Background: an optimization exercise with open tools, aiming at small area and a short achievable clock period. Do not read the settings as production practice. At most, simulation tests tie the RTL to the original design; equivalence was not proved.

==> exp/tundra: inputs <==
## timing_recovery_top
module timing_recovery_top (
  input  logic               clk,
  input  logic               reset_n,
  input  logic [31:0]        sample_i,     
  output logic [31:0]        sym_o,        
  output logic               sym_valid_o,
  output logic [18:0]        err_o,        
  output logic signed [11:0] ctrl_o
);
  logic               sym_strobe;   
  logic               hp_load;       
  logic [18:0]        err;          
  logic signed [11:0] ctrl;         
  gardner_ted u_ted (
    .clk          (clk),
    .reset_n      (reset_n),
    .sample_i     (sample_i),
    .sym_strobe_i (sym_strobe),
    .hp_load_i     (hp_load),
    .err_o        (err),
    .sym_o        (sym_o),
    .sym_valid_o  (sym_valid_o)
  );
  loop_filter_pi u_lf (
    .clk     (clk),
    .reset_n (reset_n),
    .err_i   (err),
    .ctrl_o  (ctrl)
  );
  symbol_nco u_nco (
    .clk          (clk),
    .reset_n      (reset_n),
    .ctrl_i       (ctrl),
    .sym_strobe_o (sym_strobe),
    .hp_load_o     (hp_load)
  );
  assign err_o  = err;
  assign ctrl_o = ctrl;
endmodule
export LEC_CHECK = 0
export CAP_MARGIN = 20
export CORE_MARGIN = 2
export CORE_UTILIZATION = 40
export SLEW_MARGIN = 20
create_clock -name core_clock -period 12.0 [get_ports {clk}]
standard.sh (not shown) runs the stock make flow with config.mk's settings and CLKGATE_MAP_FILE= SYNTH_SCRIPT=/design/flow/synth_recipe.tcl, a recipe that flattens the netlist after the stock synthesis.
==> flow/flow/run.sh <==
#!/bin/bash
# The standard layout (the standard.sh) with two changes: synthesis leaves
# adders to ABC instead of mapping them onto full/half-adder cells first
# (ADDER_MAP_FILE empty; registers are mapped exactly as in the standard
# synthesis), and the timing repair steps aim for 7 ns of setup slack.
set -euo pipefail
bash standard.sh ADDER_MAP_FILE= SETUP_SLACK_MARGIN=7 finish > standard_flow.log 2>&1
==> exp/xenon: changes against exp/tundra <==
--- a/flow/design.v
+++ b/flow/design.v
@@ -1,32 +1,34 @@
 `timescale 1ns/100ps
 `default_nettype none
 module gardner_ted (
   input  logic        clk,
   input  logic        reset_n,
   input  logic [31:0] sample_i,       
   input  logic        sym_strobe_i,   
-  input  logic        hp_load_i,      
+  input  logic        p_load_i,       
   output logic [18:0] err_o,          
   output logic [31:0] sym_o,          
   output logic        sym_valid_o
 );
-  logic [31:0] dline [1:10];
+  logic [31:0] dline [1:9];
+  logic [31:0] p_q;     
   logic [20:0] hp_q;    
   always_ff @(posedge clk) begin
     dline[1] <= sample_i;
-    for (int k = 2; k <= 10; k++) dline[k] <= dline[k-1];
+    for (int k = 2; k <= 9; k++) dline[k] <= dline[k-1];
+    if (p_load_i) p_q <= dline[9];
   end
   logic        stb;
   logic [31:0] dg, mm;
   logic [15:0] g_i, g_q, m_i, m_q;
   assign stb = sym_strobe_i;
-  assign dg  = stb ? dline[9] : dline[10];
-  assign mm  = sample_i;
+  assign dg  = stb ? dline[9] : p_q;
+  assign mm  = stb ? sample_i : dline[7];
   assign g_i = dg[31:16];
   assign g_q = dg[15:0];
   assign m_i = mm[31:16];
   assign m_q = mm[15:0];
   logic [7:0] one_i, two_i, neg_i, one_q, two_q, neg_q;
   always_comb begin
     for (int k = 0; k < 8; k++) begin
       logic b0, b1, b2;
@@ -769,17 +771,17 @@
     t_q[61] <= x603;
     t_q[62] <= x604;
     t_q[63] <= x605;
     t_q[64] <= x606;
     t_q[65] <= x607;
     t_q[66] <= x608;
     t_q[67] <= x609;
     t_q[68] <= x610;
-    if (hp_load_i) hp_q <= err_full;
+    hp_q <= err_full;
   end
   always_ff @(posedge clk) begin
     if (!reset_n) vld_q <= 1'b0;
     else          vld_q <= stb;
   end
   assign err_o       = {err_full[20:3], vld_q};
   assign sym_o       = dline[1];
   assign sym_valid_o = vld_q;
@@ -816,78 +818,76 @@
 `default_nettype wire
 `timescale 1ns/100ps
 `default_nettype none
 module symbol_nco (
   input  logic               clk,
   input  logic               reset_n,
   input  logic signed [11:0] ctrl_i,        
   output logic               sym_strobe_o,  
-  output logic               hp_load_o      
+  output logic               p_load_o       
 );
   localparam int MOD = 81920;   
   logic [16:0] phase;
   logic [12:0] incr;
   logic [16:0] sum;
   logic        wrap;
   logic        strobe_q;
   logic [17:0] ahead;
-  logic [2:0]  la_q;    
   assign incr = 13'd4096 + {ctrl_i[11], ctrl_i};   
   assign sum  = phase + 17'(incr);                 
   assign wrap = (sum >= 17'(MOD));
-  assign ahead = 18'(phase) + 18'({incr, 1'b0}) + 18'({incr, 3'b000});
+  assign ahead    = 18'(phase) + 18'(incr) + 18'({incr, 3'b000});
+  assign p_load_o = (ahead < 18'(MOD));
   always_ff @(posedge clk) begin
     if (!reset_n) begin
       phase    <= '0;
       strobe_q <= 1'b0;
     end else begin
       phase    <= wrap ? 17'(sum - 17'(MOD)) : sum;
       strobe_q <= wrap;
     end
-    la_q <= {la_q[1:0], (ahead < 18'(MOD))};
   end
   assign sym_strobe_o = strobe_q;
-  assign hp_load_o    = la_q[2];
 endmodule
 `default_nettype wire
 `timescale 1ns/100ps
 `default_nettype none
 module timing_recovery_top (
   input  logic               clk,
   input  logic               reset_n,
   input  logic [31:0]        sample_i,     
   output logic [31:0]        sym_o,        
   output logic               sym_valid_o,
   output logic [18:0]        err_o,        
   output logic signed [11:0] ctrl_o
 );
   logic               sym_strobe;   
-  logic               hp_load;       
+  logic               p_load;       
   logic [18:0]        err;          
   logic signed [11:0] ctrl;         
   gardner_ted u_ted (
     .clk          (clk),
     .reset_n      (reset_n),
     .sample_i     (sample_i),
     .sym_strobe_i (sym_strobe),
-    .hp_load_i     (hp_load),
+    .p_load_i     (p_load),
     .err_o        (err),
     .sym_o        (sym_o),
     .sym_valid_o  (sym_valid_o)
   );
   loop_filter_pi u_lf (
     .clk     (clk),
     .reset_n (reset_n),
     .err_i   (err),
     .ctrl_o  (ctrl)
   );
   symbol_nco u_nco (
     .clk          (clk),
     .reset_n      (reset_n),
     .ctrl_i       (ctrl),
     .sym_strobe_o (sym_strobe),
-    .hp_load_o     (hp_load)
+    .p_load_o     (p_load)
   );
   assign err_o  = err;
   assign ctrl_o = ctrl;
 endmodule
 `default_nettype wire
==> flow/run.sh (new file) <==
#!/bin/bash
# synth_recipe.tcl (not shown) runs the flow's synth.tcl, then flattens the netlist and writes it again
# the make line also repeats each setting of config.mk as NAME=value (left out here)
make -C /OpenROAD-flow-scripts/flow DESIGN_CONFIG=/design/flow/config.mk WORK_HOME=/design/flow/orfs CLKGATE_MAP_FILE= SYNTH_SCRIPT=/design/flow/synth_recipe.tcl finish
SETUP_SLACK_MARGIN = 5   (was default)
removed: flow/flow/run.sh
removed: flow/standard.sh
==> summary of the runs <==
In exp/xenon the critical path depth is higher than in exp/tundra, by 12.
Against exp/tundra, the fmax of exp/xenon is lower by about 14%.
Of exp/tundra and exp/xenon, exp/tundra has the higher final cell count (gap about 15%, measured against exp/xenon).
Of exp/xenon and exp/tundra, exp/tundra has the higher sequential cell count (gap 3).
Between exp/xenon and exp/tundra, the lower clock skew is in exp/xenon (gap 0.0067 ns).
==> figures <==
Violation count after the first detailed-routing iteration: exp/xenon 989; exp/tundra 1544
Met1 GRT Util: exp/xenon 0.282; exp/tundra 0.284
Outcome: exp/xenon no timing/DRC/antenna violations; exp/tundra no timing/DRC/antenna violations
Least setup slack across all paths after layout: exp/xenon 4.93 ns; exp/tundra 5.93 ns
Relative area of clock buffers and inverters in the final design: exp/xenon 0.0576; exp/tundra 0.0523
Die Wd: exp/xenon 250 um; exp/tundra 256 um
Top layer reached by signal wires: exp/xenon met4; exp/tundra met5
Final routed wire length divided by cell count: exp/xenon 19.8 um; exp/tundra 20.0 um
Max-slew headroom at the worst pin: exp/xenon 0.243; exp/tundra 0.187
Number of sequential cells: exp/xenon 453; exp/tundra 456
Post-layout instance count excluding filler cells: exp/xenon 3305; exp/tundra 3789
Tap cells: exp/xenon 782; exp/tundra 846
Post-synthesis share of cell area spent on xor and xnor gates: exp/xenon 0.0875; exp/tundra 0.243
Share of synthesized area occupied by flip-flops and latches: exp/xenon 0.387; exp/tundra 0.367
The RTL of exp/xenon was laid out without a check of its function.


==> inputs of job 1580 <==
Another version of the RTL of timing_recovery_top (not shown whole).
clock: 12.0 ns
lec_check: 0
cap_margin: 20
core_margin: 2
core_utilization: 40
setup_slack_margin: 5
slew_margin: 20
run.sh (not shown) runs the stock make flow with config.mk's settings and CLKGATE_MAP_FILE= SYNTH_SCRIPT=/design/flow/synth_recipe.tcl, a recipe that flattens the netlist after the stock synthesis.
Stock flow here: none of the scripts above is used.
==> inputs of job 9936, as changes to job 1580 <==
--- a/flow/design.v
+++ b/flow/design.v
@@ -3,29 +3,27 @@
 module gardner_ted (
   input  logic        clk,
   input  logic        reset_n,
   input  logic [31:0] sample_i,       
   input  logic        sym_strobe_i,   
-  input  logic        p_load_i,       
+  input  logic        hp_load_i,      
   output logic [18:0] err_o,          
   output logic [31:0] sym_o,          
   output logic        sym_valid_o
 );
-  logic [31:0] dline [1:9];
-  logic [31:0] p_q;     
+  logic [31:0] dline [1:10];
   logic [20:0] hp_q;    
   always_ff @(posedge clk) begin
     dline[1] <= sample_i;
-    for (int k = 2; k <= 9; k++) dline[k] <= dline[k-1];
-    if (p_load_i) p_q <= dline[9];
+    for (int k = 2; k <= 10; k++) dline[k] <= dline[k-1];
   end
   logic        stb;
   logic [31:0] dg, mm;
   logic [15:0] g_i, g_q, m_i, m_q;
   assign stb = sym_strobe_i;
-  assign dg  = stb ? dline[9] : p_q;
-  assign mm  = stb ? sample_i : dline[7];
+  assign dg  = stb ? dline[9] : dline[10];
+  assign mm  = sample_i;
   assign g_i = dg[31:16];
   assign g_q = dg[15:0];
   assign m_i = mm[31:16];
   assign m_q = mm[15:0];
   logic [7:0] one_i, two_i, neg_i, one_q, two_q, neg_q;
@@ -774,11 +772,11 @@
     t_q[64] <= x606;
     t_q[65] <= x607;
     t_q[66] <= x608;
     t_q[67] <= x609;
     t_q[68] <= x610;
-    hp_q <= err_full;
+    if (hp_load_i) hp_q <= err_full;
   end
   always_ff @(posedge clk) begin
     if (!reset_n) vld_q <= 1'b0;
     else          vld_q <= stb;
   end
@@ -794,32 +792,18 @@
   input  logic               reset_n,
   input  logic [18:0]        err_i,    
   output logic signed [11:0] ctrl_o
 );
   logic signed [17:0] err;
-  logic signed [9:0]  a;       
-  logic signed [13:0] b;       
-  logic signed [11:0] integ, integ_nxt, ctrl_q, ctrl_nxt;
   logic signed [12:0] isum;
-  logic signed [14:0] s1, s2, s3;
-  logic               ovp, ovn;
+  logic signed [11:0] integ, integ_nxt, ctrl_nxt, ctrl_q;
+  logic signed [14:0] csum;
   assign err = err_i[18:1];
-  assign a   = err[17:8];
-  assign b   = err[17:4];
-  assign isum = integ + a;
-  assign ovp  = (isum[12:11] == 2'b01);
-  assign ovn  = (isum[12:11] == 2'b10);
-  assign integ_nxt = ovp ? 12'sd2047 : ovn ? -12'sd2048 : isum[11:0];
-  function automatic logic signed [11:0] sat12(input logic signed [14:0] x);
-    if (x > 15'sd2047)       sat12 = 12'sd2047;
-    else if (x < -15'sd2048) sat12 = -12'sd2048;
-    else                     sat12 = x[11:0];
-  endfunction
-  assign s1 = b + integ + a;        
-  assign s2 = b + 15'sd2047;        
-  assign s3 = b - 15'sd2048;        
-  assign ctrl_nxt = ovp ? sat12(s2) : ovn ? sat12(s3) : sat12(s1);
+  assign isum      = integ + (err >>> 8);
+  assign integ_nxt = (isum > 13'sd2047) ? 12'sd2047 : (isum < -13'sd2048) ? -12'sd2048 : isum[11:0];
+  assign csum      = (err >>> 4) + integ_nxt;
+  assign ctrl_nxt  = (csum > 15'sd2047) ? 12'sd2047 : (csum < -15'sd2048) ? -12'sd2048 : csum[11:0];
   always_ff @(posedge clk) begin
     if (!reset_n) begin
       integ  <= '0;
       ctrl_q <= '0;
     end else if (err_i[0]) begin
@@ -835,20 +819,20 @@
 module symbol_nco (
   input  logic               clk,
   input  logic               reset_n,
   input  logic signed [11:0] ctrl_i,        
   output logic               sym_strobe_o,  
-  output logic               p_load_o       
+  output logic               hp_load_o      
 );
   localparam int MOD = 81920;   
   logic [16:0] phase;
   logic [12:0] incr;
   logic [16:0] sum;
   logic        wrap;
   logic        strobe_q;
   logic [17:0] ahead;
-  logic        load_q;
+  logic [2:0]  la_q;    
   assign incr = 13'd4096 + {ctrl_i[11], ctrl_i};   
   assign sum  = phase + 17'(incr);                 
   assign wrap = (sum >= 17'(MOD));
   assign ahead = 18'(phase) + 18'({incr, 1'b0}) + 18'({incr, 3'b000});
   always_ff @(posedge clk) begin
@@ -857,14 +841,14 @@
       strobe_q <= 1'b0;
     end else begin
       phase    <= wrap ? 17'(sum - 17'(MOD)) : sum;
       strobe_q <= wrap;
     end
-    load_q <= (ahead < 18'(MOD));
+    la_q <= {la_q[1:0], (ahead < 18'(MOD))};
   end
   assign sym_strobe_o = strobe_q;
-  assign p_load_o     = load_q;
+  assign hp_load_o    = la_q[2];
 endmodule
 `default_nettype wire
 `timescale 1ns/100ps
 `default_nettype none
 module timing_recovery_top (
@@ -875,19 +859,19 @@
   output logic               sym_valid_o,
   output logic [18:0]        err_o,        
   output logic signed [11:0] ctrl_o
 );
   logic               sym_strobe;   
-  logic               p_load;       
+  logic               hp_load;       
   logic [18:0]        err;          
   logic signed [11:0] ctrl;         
   gardner_ted u_ted (
     .clk          (clk),
     .reset_n      (reset_n),
     .sample_i     (sample_i),
     .sym_strobe_i (sym_strobe),
-    .p_load_i     (p_load),
+    .hp_load_i     (hp_load),
     .err_o        (err),
     .sym_o        (sym_o),
     .sym_valid_o  (sym_valid_o)
   );
   loop_filter_pi u_lf (
@@ -899,11 +883,11 @@
   symbol_nco u_nco (
     .clk          (clk),
     .reset_n      (reset_n),
     .ctrl_i       (ctrl),
     .sym_strobe_o (sym_strobe),
-    .p_load_o     (p_load)
+    .hp_load_o     (hp_load)
   );
   assign err_o  = err;
   assign ctrl_o = ctrl;
 endmodule
 `default_nettype wire
==> flow/flow/run.sh (new file) <==
#!/bin/bash
# The standard layout (the standard.sh) with two changes: synthesis leaves
# adders to ABC instead of mapping them onto full/half-adder cells first
# (ADDER_MAP_FILE empty; registers are mapped exactly as in the standard
# synthesis), and the timing repair steps aim for 5 ns of setup slack.
set -euo pipefail
bash standard.sh ADDER_MAP_FILE= SETUP_SLACK_MARGIN=5 finish > standard_flow.log 2>&1
==> flow/standard.sh (new file) <==
#!/bin/bash
# synth_recipe.tcl (not shown) runs the flow's synth.tcl, then flattens the netlist and writes it again
# the make line also repeats each setting of config.mk as NAME=value (left out here)
make -C /OpenROAD-flow-scripts/flow DESIGN_CONFIG=/design/flow/config.mk WORK_HOME=/design/flow/orfs CLKGATE_MAP_FILE= SYNTH_SCRIPT=/design/flow/synth_recipe.tcl "${@:-finish}"
- SETUP_SLACK_MARGIN: 5 -> unset
removed: flow/run.sh
==> comparison <==
Of job 9936 and job 1580, job 9936 has the higher die area (gap about 0.6%, measured against job 1580). Synthesized cell count: job 9936 is higher than job 1580 (10%). Against job 9936, the worst hold slack of job 1580 is higher by 0.0048 ns.


==> inputs of 04-18 <==
timing_recovery_top, a different RTL version from the one above (not shown whole).
Settings: LEC_CHECK=0, ABC_CLOCK_PERIOD_IN_PS=4000, CAP_MARGIN=20, CORE_MARGIN=2, CORE_UTILIZATION=40, SLEW_MARGIN=20; clock period 12.0 ns.
Stock flow here: none of the scripts above is used.
==> 11-13 (differences from 04-18) <==
--- a/flow/config.mk
+++ b/flow/config.mk
@@ -10,3 +10,4 @@
 export CORE_MARGIN = 2
 export CORE_UTILIZATION = 40
+export SETUP_SLACK_MARGIN = 5
 export SLEW_MARGIN = 20
==> impl_results.md <==
- Routing usage on met3: 3.07%
- Reg2reg setup slack: 1.48 ns
- Outcome: no timing/DRC/antenna violations
- Fmax: 94.2 MHz
- Met3 Wirelength: 2.81 mm
- DP Wirelength: 39.5 mm
- Max-slew headroom: 27.4%
- Worst-margin pin slew: 1.08 ns
- Post-CTS sizing: 0
- Critical path arrival: 11.11 ns
That was 04-18.
==> impl_results.md <==
- Critical path arrival: 9.17 ns
- Worst-margin pin slew: 1.15 ns
- CTS tree: built
- Reg2reg setup slack: 3.38 ns
- Outcome: no timing/DRC/antenna violations
- Max-slew headroom: 23.0%
- DP Wirelength: 40.5 mm
- Met3 Wirelength: 3.60 mm
- Routing usage on met3: 3.26%
- Post-CTS sizing: 225
- Final nets: 2625
That was 11-13.

static timing again, ports no longer ideal:
In the flow no input, the clock included, has a driving cell. The finished layouts below were timed again as built, in two steps. Step 1 sets driving cells, clkbuf_16 on the clock port and buf_2 on the other inputs (assumed; they add their load-dependent delay and slew). Step 2 moves the port delays by t, midway between the first and last clock arrival at a register: inputs arrive t later, outputs are due t later. That takes back most of the time a late clock gives input paths. Slacks: ideal ports / drivers / drivers and shift; pairs: ideal ports / drivers.
run | t, ns | setup slack, ns | worst data-port slew with drivers (ns) | cell pins on the clock port's net
exp/tundra | 0.653 | 5.931 / 5.931 / 5.931 | 0.05 | 1
exp/xenon | 0.642 | 4.935 / 4.935 / 4.935 | 0.04 | 1
job 1580 | 0.646 | 5.141 / 5.081 / 5.029 | 0.04 | 1
job 9936 | 0.659 | 5.314 / 5.250 / 5.477 | 0.04 | 1
04-18 | 0.625 | 1.381 / 1.420 / 0.795 | 0.04 | 1
11-13 | 0.624 | 3.349 / 3.353 / 2.729 | 0.07 | 1
After both steps setup and hold are still met in every run listed. The setup slack of 11-13, which loses most, moves by +0.004 ns with the drivers and by -0.620 ns with both steps.
